Context: an optimization exercise on an open-source flow, tuned for small area and a short achievable clock period. The choices shown serve that exercise and are no tape-out recipe.
The RTL was checked by simulation tests, not by an equivalence proof against the original design.
Power and IR drop assume default switching activity.

==> flow/design.v (excerpt) <==
module ama_riscv_icache_resp #(
    parameter int unsigned SETS       = 16,
    parameter int unsigned LINE_WORDS = 4
) (
    input  logic                       clk,
    input  logic                       rst,
    input  logic                       imem_req_valid_i,
    output logic                       imem_req_ready_o,
    input  logic [31:0]                imem_req_data_i,
    output logic                       imem_rsp_valid_o,
    input  logic                       imem_rsp_ready_i,
    output logic [31:0]                imem_rsp_data_o,
    output logic                       mem_req_valid_o,
    input  logic                       mem_req_ready_i,
    output logic [31:0]                mem_req_data_o,
    input  logic                       mem_rsp_valid_i,
    output logic                       mem_rsp_ready_o,
    input  logic [32*LINE_WORDS-1:0]   mem_rsp_data_i,
    input  logic                       inv_all_i,
    output logic [31:0]                hit_cnt_o,
    output logic [31:0]                miss_cnt_o
);
==> flow/config.mk <==
export PLATFORM = sky130hd
export DESIGN_NAME = ama_riscv_icache_resp
export DESIGN_NICKNAME = ama_riscv_icache_resp
export VERILOG_FILES = /design/flow/design.v
export SDC_FILE = /design/flow/constraint.sdc
export NUM_CORES = 4
export LEC_CHECK = 0
export CAP_MARGIN = 20
export CORE_MARGIN = 2
export CORE_UTILIZATION = 60
export CTS_BUF_LIST = sky130_fd_sc_hd__clkbuf_8 sky130_fd_sc_hd__clkbuf_16
export CTS_CLUSTER_DIAMETER = 80
export CTS_CLUSTER_SIZE = 24
export SETUP_SLACK_MARGIN = 2.5
export SLEW_MARGIN = 20
export TNS_END_PERCENT = 5
==> flow/constraint.sdc <==
create_clock -name core_clock -period 4.0 [get_ports {clk}]
set_input_delay 0.8000 -clock core_clock [delete_from_list [all_inputs] [get_ports {clk}]]
set_output_delay 0.8000 -clock core_clock [all_outputs]
set_load 0.01 [all_outputs]
run.sh (not shown) runs the stock make flow with config.mk's settings and CLKGATE_MAP_FILE= SYNTH_SCRIPT=/design/flow/synth_recipe.tcl, a recipe that flattens the netlist after the stock synthesis.
Then changed:
--- a/flow/config.mk
+++ b/flow/config.mk
@@ -11,6 +11,4 @@
 export CTS_BUF_LIST = sky130_fd_sc_hd__clkbuf_8 sky130_fd_sc_hd__clkbuf_16
 export CTS_CLUSTER_DIAMETER = 80
-export CTS_CLUSTER_SIZE = 24
-export SETUP_SLACK_MARGIN = 2.5
+export CTS_CLUSTER_SIZE = 30
 export SLEW_MARGIN = 20
-export TNS_END_PERCENT = 5
After rerunning: Synthesized area is unchanged; critical path depth falls by 1; synthesized cell count does not change; clock power stays flat.
Then changed:
==> flow/flow/run.sh (new file) <==
#!/bin/bash
# The standard layout (the standard.sh, unchanged synthesis and steps), except that
# the port buffers that global placement inserts are plain buffers (buf_2) rather than
# the cell buffer_ports picks by default (a slow delay buffer).
set -euo pipefail
export BUFFER_PORTS_ARGS="-buffer_cell sky130_fd_sc_hd__buf_2"
bash standard.sh finish > standard_flow.log 2>&1
==> flow/standard.sh (new file) <==
#!/bin/bash
# synth_recipe.tcl (not shown) runs the flow's synth.tcl, then flattens the netlist and writes it again
# the make line also repeats each setting of config.mk as NAME=value (left out here)
make -C /OpenROAD-flow-scripts/flow DESIGN_CONFIG=/design/flow/config.mk WORK_HOME=/design/flow/orfs CLKGATE_MAP_FILE= SYNTH_SCRIPT=/design/flow/synth_recipe.tcl "${@:-finish}"
--- a/flow/config.mk
+++ b/flow/config.mk
@@ -10,5 +10,7 @@
 export CORE_UTILIZATION = 60
 export CTS_BUF_LIST = sky130_fd_sc_hd__clkbuf_8 sky130_fd_sc_hd__clkbuf_16
-export CTS_CLUSTER_DIAMETER = 80
+export CTS_CLUSTER_DIAMETER = 100
 export CTS_CLUSTER_SIZE = 30
+export SETUP_SLACK_MARGIN = 1.9
 export SLEW_MARGIN = 20
+export TNS_END_PERCENT = 5
removed: flow/run.sh
Effect: Total power goes down by 4.9%. Synthesized cell count stays the same. Fmax goes up by 30%. Routed wire length goes up by about 4.4%.
Then changed:
==> flow/run.sh (new file) <==
#!/bin/bash
# synth_recipe.tcl (not shown) runs the flow's synth.tcl, then flattens the netlist and writes it again
# the make line also repeats each setting of config.mk as NAME=value (left out here)
make -C /OpenROAD-flow-scripts/flow DESIGN_CONFIG=/design/flow/config.mk WORK_HOME=/design/flow/orfs CLKGATE_MAP_FILE= SYNTH_SCRIPT=/design/flow/synth_recipe.tcl finish
--- a/flow/config.mk
+++ b/flow/config.mk
@@ -8,9 +8,10 @@
 export CAP_MARGIN = 20
 export CORE_MARGIN = 2
-export CORE_UTILIZATION = 60
+export CORE_UTILIZATION = 72
 export CTS_BUF_LIST = sky130_fd_sc_hd__clkbuf_8 sky130_fd_sc_hd__clkbuf_16
-export CTS_CLUSTER_DIAMETER = 100
+export CTS_CLUSTER_DIAMETER = 60
 export CTS_CLUSTER_SIZE = 30
-export SETUP_SLACK_MARGIN = 1.9
+export PLACE_DENSITY = 0.78
+export SETUP_SLACK_MARGIN = 2.2
 export SLEW_MARGIN = 20
-export TNS_END_PERCENT = 5
+export TNS_END_PERCENT = 100
removed: flow/flow/run.sh
removed: flow/standard.sh
The new run stopped in 4_1_cts with DPL-0038.
Area after synthesis does not change.
Synthesized cell count stays the same.

-- separate check: timing with driven ports --
Ports are ideal in the flow. The routed layouts listed here were re-timed in OpenROAD.
Step 1 (the two cells are an assumption about what drives the block):
set clk [get_ports {clk}]
set_driving_cell -lib_cell sky130_fd_sc_hd__clkbuf_16 $clk
set_driving_cell -lib_cell sky130_fd_sc_hd__buf_2 [delete_from_list [all_inputs] $clk]
Step 2 adds t to the input delays and takes it off the output delays; t is the mean of the earliest and latest rising clock arrival at the registers after step 1. Input paths then give back, and output paths get back, about the clock's delay inside the block.
Three values: ideal, step 1, step 2; two values: the first two.
run | shift t [ns] | slack for setup (ns) | hold WS [ns] | worst register clock-pin slew, ns | pins driven straight from the clock port
the first run | 0.893 | 1.293 / 1.321 / 0.438 | 0.268 / 0.233 / 0.430 | 0.10 / 0.10 | 1
the second run | 0.871 | 0.458 / 0.522 / -0.350 | 0.409 / 0.344 / 0.430 | 0.12 / 0.12 | 1
the third run | 0.872 | 1.285 / 1.253 / 0.381 | 0.025 / -0.039 / 0.428 | 0.12 / 0.12 | 1
With both steps, setup timing fails in the second run, where it was met with ideal ports. The setup slack of the third run, which loses most, moves by -0.032 ns with the drivers and by -0.904 ns with both steps.
